From an optimization exercise on the open Yosys and OpenROAD flow, aimed at small area; shortcuts taken in it are not production practice.
Only simulation tests tie the RTL to the original design; equivalence was not proved.
No activity file was given, so power comes from the tool's default toggle rates. The flow treats the clock pin as an ideal source, which a real chip does not have.

==> flow/design.v <==
module mips_dmem_responder (
  input  logic        clk,
  input  logic        resetN,
  input  logic        req_valid,
  output logic        req_ready,
  input  logic        req_we,
  input  logic [31:0] req_addr,
  input  logic [31:0] req_wdata,
  input  logic [3:0]  req_be,
  output logic        resp_valid,
  input  logic        resp_ready,
  output logic [31:0] resp_rdata,
  output logic        resp_err
);
  localparam int N     = 64;    
  localparam int WSTEP = 4;     
  localparam int RSTEP = 4;     
  localparam int NW    = N / WSTEP;
  localparam int NR    = (N - 1) / RSTEP + 1;
  logic [1:0] ph;
  logic       idle;
  logic       waiting;
  logic       accept;
  assign idle       = (ph == 2'b00);
  assign waiting    = ph[0];
  assign req_ready  = idle;
  assign resp_valid = (ph == 2'b10);
  assign accept     = req_valid && idle;
  logic st_acc;
  assign st_acc = accept && req_we;
  always_ff @(posedge clk or negedge resetN) begin
    if (!resetN) begin
      ph <= 2'b00;
    end else begin
      case (ph)
        2'b00:   ph <= accept ? 2'b01 : 2'b00;
        2'b01:   ph <= 2'b11;
        2'b11:   ph <= 2'b10;
        default: ph <= resp_ready ? 2'b00 : 2'b10;
      endcase
    end
  end
  logic [5:0] t;
  always_ff @(posedge clk or negedge resetN) begin
    if (!resetN) begin
      t <= 6'd0;
    end else begin
      t <= t + 6'd1;
    end
  end
  logic        req_err;
  logic        req_st;
  assign req_err   = (req_addr[1:0] != 2'b00) || (req_addr[31:8] != 24'd0);
  assign req_st    = req_we && !req_err;
  logic [5:0]  pos_q;     
  logic [3:0]  be_q;
  logic        ld_q;      
  logic        err_q;
  logic        st_q;      
  logic [31:0] dat_q;     
  always_ff @(posedge clk) begin
    if (accept) begin
      be_q  <= req_be;
      ld_q  <= !req_we && !req_err;
      err_q <= req_err;
    end
  end
  always_ff @(posedge clk or negedge resetN) begin
    if (!resetN) begin
      st_q <= 1'b0;
    end else if (accept) begin
      st_q <= req_st;
    end
  end
  assign resp_err   = err_q;
  logic        got;       
  logic [31:0] rval;
  assign resp_rdata = !ld_q ? 32'd0 : got ? dat_q : rval;
  logic [3:0] swept;
  always_ff @(posedge clk or negedge resetN) begin
    if (!resetN) begin
      swept <= 4'b0000;
    end else begin
      swept <= {swept[2:0], 1'b1};
    end
  end
  logic sweep;
  assign sweep = !swept[3];
  logic [N-1:0][31:0] rd;
  logic [N-1:0][31:0] rd_n;
  logic [NW-1:0] wen;
  always_comb begin
    for (int k = 0; k < NW; k++) begin
      wen[k] = st_q && (pos_q == 6'(k * WSTEP));
    end
  end
  logic [NW*4-1:0]        p_c1;
  logic [NW*4-1:0]        p_c2;
  logic [NW-1:0][31:0]    p_next;
  logic [31:0]            dat_n;
  assign dat_n = ~dat_q;
  for (genvar k = 0; k < NW; k++) begin : g_port
    for (genvar i = 0; i < 4; i++) begin : g_lane
      logic wr;
      assign wr = wen[k] && be_q[i];
      if (k % 2 == 0) begin : g_even
        assign p_c1[4*k + i] = wr;
        assign p_c2[4*k + i] = !wr && !sweep;
      end else begin : g_odd
        assign p_c1[4*k + i] = wr || sweep;
        assign p_c2[4*k + i] = !wr;
      end
    end
  end
  logic [NR-1:0] tsel;      
  dmem_ring_ports #(.NP(NW), .NR(NR), .RS(RSTEP)) u_ports (
    .c1    (p_c1),
    .c2    (p_c2),
    .dat   (dat_q),
    .dat_n (dat_n),
    .rd    (rd),
    .tsel  (tsel),
    .tseln (~tsel),
    .wdat  (req_wdata),
    .wsel  ({4{st_acc}} & req_be),
    .next  (p_next),
    .rval  (rval)
  );
  for (genvar q = 0; q < N; q++) begin : g_pos
    if (q % WSTEP == 0) begin : g_port
      assign rd_n[q] = p_next[q / WSTEP];
    end else begin : g_shift
      assign rd_n[q] = rd[(q + N - 1) % N];
    end
  end
  always_ff @(posedge clk) begin
    rd <= rd_n;
  end
  logic [5:0]    apos;
  logic [5:0]    rpos;
  logic [NR-1:0] rsel;
  logic          rhit;
  assign apos = req_addr[7:2] + t;
  assign rpos = idle ? apos : pos_q;
  always_ff @(posedge clk) begin
    pos_q <= (accept ? apos : pos_q) + 6'd1;
  end
  always_comb begin
    rhit = 1'b0;
    for (int k = 0; k < NR; k++) begin
      rsel[k] = (rpos == 6'(k * RSTEP));
      rhit    = rhit || rsel[k];
      tsel[k] = rsel[k] && !st_acc;
    end
  end
  logic lcap;
  assign lcap = rhit && (accept || (ld_q && !got && !idle));
  always_ff @(posedge clk) begin
    if (st_acc || lcap) begin
      dat_q <= rval;
    end
  end
  always_ff @(posedge clk) begin
    if (accept) begin
      got <= lcap;
    end else if (lcap) begin
      got <= 1'b1;
    end
  end
endmodule
module dmem_ring_ports #(
  parameter int NP = 16,
  parameter int NR = 16,
  parameter int RS = 4
) (
  input  logic [NP*4-1:0]     c1,
  input  logic [NP*4-1:0]     c2,
  input  logic [31:0]         dat,
  input  logic [31:0]         dat_n,
  input  logic [NP*4-1:0][31:0] rd,
  input  logic [NR-1:0]       tsel,
  input  logic [NR-1:0]       tseln,    
  input  logic [31:0]         wdat,
  input  logic [3:0]          wsel,
  output logic [NP-1:0][31:0] next,
  output logic [31:0]         rval
);
  localparam int N  = NP * 4;
  logic [N-1:0][31:0] rd_n;
  for (genvar k = 0; k < NP; k++) begin : g_port
    for (genvar i = 0; i < 4; i++) begin : g_lane
      if (k % 2 == 0) begin : g_even
        assign next[k][8*i +: 8] = ~((dat[8*i +: 8] & {8{c1[4*k + i]}})
                                   | (rd[(4*k + N - 1) % N][8*i +: 8] & {8{c2[4*k + i]}}));
      end else begin : g_odd
        assign next[k][8*i +: 8] = ~((rd[(4*k + N - 1) % N][8*i +: 8] | {8{c1[4*k + i]}})
                                   & (dat_n[8*i +: 8] | {8{c2[4*k + i]}}));
      end
    end
  end
  for (genvar q = 0; q < N; q++) begin : g_pos
    if (q % 4 == 0) begin : g_port
      assign rd_n[q] = next[q / 4];
    end else begin : g_shift
      assign rd_n[q] = rd[(q + N - 1) % N];
    end
  end
  logic [31:0] wterm;
  assign wterm = wdat & {{8{wsel[3]}}, {8{wsel[2]}}, {8{wsel[1]}}, {8{wsel[0]}}};
  always_comb begin
    rval = wterm;
    for (int k = 0; k < NR; k++) begin
      if (((k * RS) / 4) % 2 == 0) begin
        rval = rval | ~({32{tseln[k]}} | rd_n[k * RS]);
      end else begin
        rval = rval | ({32{tsel[k]}} & rd_n[k * RS]);
      end
    end
  end
endmodule
Settings: LEC_CHECK=0, CAP_MARGIN=20, CORE_MARGIN=2, CORE_UTILIZATION=70, PLACE_DENSITY=0.8, SLEW_MARGIN=20, SYNTH_HIERARCHICAL=1; clock period 8.0 ns.
standard.sh (not shown) runs the stock make flow with config.mk's settings and CLKGATE_MAP_FILE= SYNTH_SCRIPT=/design/flow/synth_recipe.tcl, a recipe that flattens the netlist after the stock synthesis.
==> flow/flow/run.sh <==
#!/bin/bash
# Layout flow: the standard ORFS flow (standard.sh), with two changes:
#  - clock tree synthesis without dummy loads, with larger sink clusters;
#  - port buffers of the smallest buffer cell (every port still gets one).
# make's full output goes to make_finish.log here; ORFS keeps each step's
# log under orfs/logs/.
set -euo pipefail
bash standard.sh finish \
  "CTS_ARGS=-sink_clustering_enable -repair_clock_nets -dont_use_dummy_load -sink_clustering_size 30 -sink_clustering_max_diameter 70" \
  "BUFFER_PORTS_ARGS=-buffer_cell sky130_fd_sc_hd__buf_1" \
  > make_finish.log 2>&1
Next try:
--- a/flow/design.v
+++ b/flow/design.v
@@ -13,9 +13,9 @@
   output logic        resp_err
 );
   localparam int N     = 64;    
   localparam int WSTEP = 4;     
-  localparam int RSTEP = 4;     
+  localparam int RSTEP = 3;     
   localparam int NW    = N / WSTEP;
   localparam int NR    = (N - 1) / RSTEP + 1;
   logic [1:0] ph;
   logic       idle;
@@ -72,11 +72,9 @@
       st_q <= req_st;
     end
   end
   assign resp_err   = err_q;
-  logic        got;       
-  logic [31:0] rval;
-  assign resp_rdata = !ld_q ? 32'd0 : got ? dat_q : rval;
+  assign resp_rdata = ld_q ? dat_q : 32'd0;
   logic [3:0] swept;
   always_ff @(posedge clk or negedge resetN) begin
     if (!resetN) begin
       swept <= 4'b0000;
@@ -112,9 +110,10 @@
       end
     end
   end
   logic [NR-1:0] tsel;      
-  dmem_ring_ports #(.NP(NW), .NR(NR), .RS(RSTEP)) u_ports (
+  logic [31:0]   rval;
+  dmem_ring_ports #(.NP(NW), .NR(NR)) u_ports (
     .c1    (p_c1),
     .c2    (p_c2),
     .dat   (dat_q),
     .dat_n (dat_n),
@@ -149,30 +148,21 @@
     rhit = 1'b0;
     for (int k = 0; k < NR; k++) begin
       rsel[k] = (rpos == 6'(k * RSTEP));
       rhit    = rhit || rsel[k];
-      tsel[k] = rsel[k] && !st_acc;
-    end
-  end
-  logic lcap;
-  assign lcap = rhit && (accept || (ld_q && !got && !idle));
-  always_ff @(posedge clk) begin
-    if (st_acc || lcap) begin
+      tsel[k] = rsel[k] && !st_acc
+                && ((k * RSTEP) % WSTEP == 0 || swept[(k * RSTEP + N - 1) % WSTEP]);
+    end
+  end
+  always_ff @(posedge clk) begin
+    if ((accept && req_we) || (rhit && (accept || (waiting && ld_q)))) begin
       dat_q <= rval;
-    end
-  end
-  always_ff @(posedge clk) begin
-    if (accept) begin
-      got <= lcap;
-    end else if (lcap) begin
-      got <= 1'b1;
     end
   end
 endmodule
 module dmem_ring_ports #(
   parameter int NP = 16,
-  parameter int NR = 16,
-  parameter int RS = 4
+  parameter int NR = 22
 ) (
   input  logic [NP*4-1:0]     c1,
   input  logic [NP*4-1:0]     c2,
   input  logic [31:0]         dat,
@@ -185,8 +175,9 @@
   output logic [NP-1:0][31:0] next,
   output logic [31:0]         rval
 );
   localparam int N  = NP * 4;
+  localparam int RS = 3;
   logic [N-1:0][31:0] rd_n;
   for (genvar k = 0; k < NP; k++) begin : g_port
     for (genvar i = 0; i < 4; i++) begin : g_lane
       if (k % 2 == 0) begin : g_even
After rerunning: The new run passed the timing, DRC and antenna checks; sequential share of layout area shrinks by 0.90 points; maximum frequency grows by 44%; setup slack gets better by 2.3 ns; clock power barely changes; flip-flop and latch count shrinks by 1; first-iteration DRC count shrinks by 7.0%; total power grows by 3.8%; via count grows by 4.3%; hold slack gets better by 0.0089 ns; global-route usage grows by 1.4 points; die area grows by 1.4%; final area grows by 1.1%; non-clock buffer count shrinks by 8; area after synthesis grows by 1.5%.

[separate check: timing with driven ports]
How much do the figures lean on ideal ports? The routed layouts below were timed once more, with nothing changed but the port constraints. Step 1 (the two cells are an assumption about what drives the block):
set clk [get_ports {clk}]
set_driving_cell -lib_cell sky130_fd_sc_hd__clkbuf_16 $clk
set_driving_cell -lib_cell sky130_fd_sc_hd__buf_2 [delete_from_list [all_inputs] $clk]
Step 2, shift: input delay + t, output delay - t, t = (earliest + latest rising clock arrival at the registers) / 2. This alone moves slack from input paths to output paths. Three values: ideal, step 1, step 2; two values: the first two.
run | shift t [ns] | setup slack, ns | worst setup path after step 2 | slew at the worst register clock pin (ns)
the first run | 0.699 | 0.467 / 0.447 / 0.447 | input to output | 0.11 / 0.11
the second run | 0.717 | 2.764 / 2.812 / 2.095 | input to register | 0.11 / 0.11
After both steps every run listed still meets setup and hold. The setup slack of the second run, which loses most, moves by +0.048 ns with the drivers and by -0.669 ns with both steps.
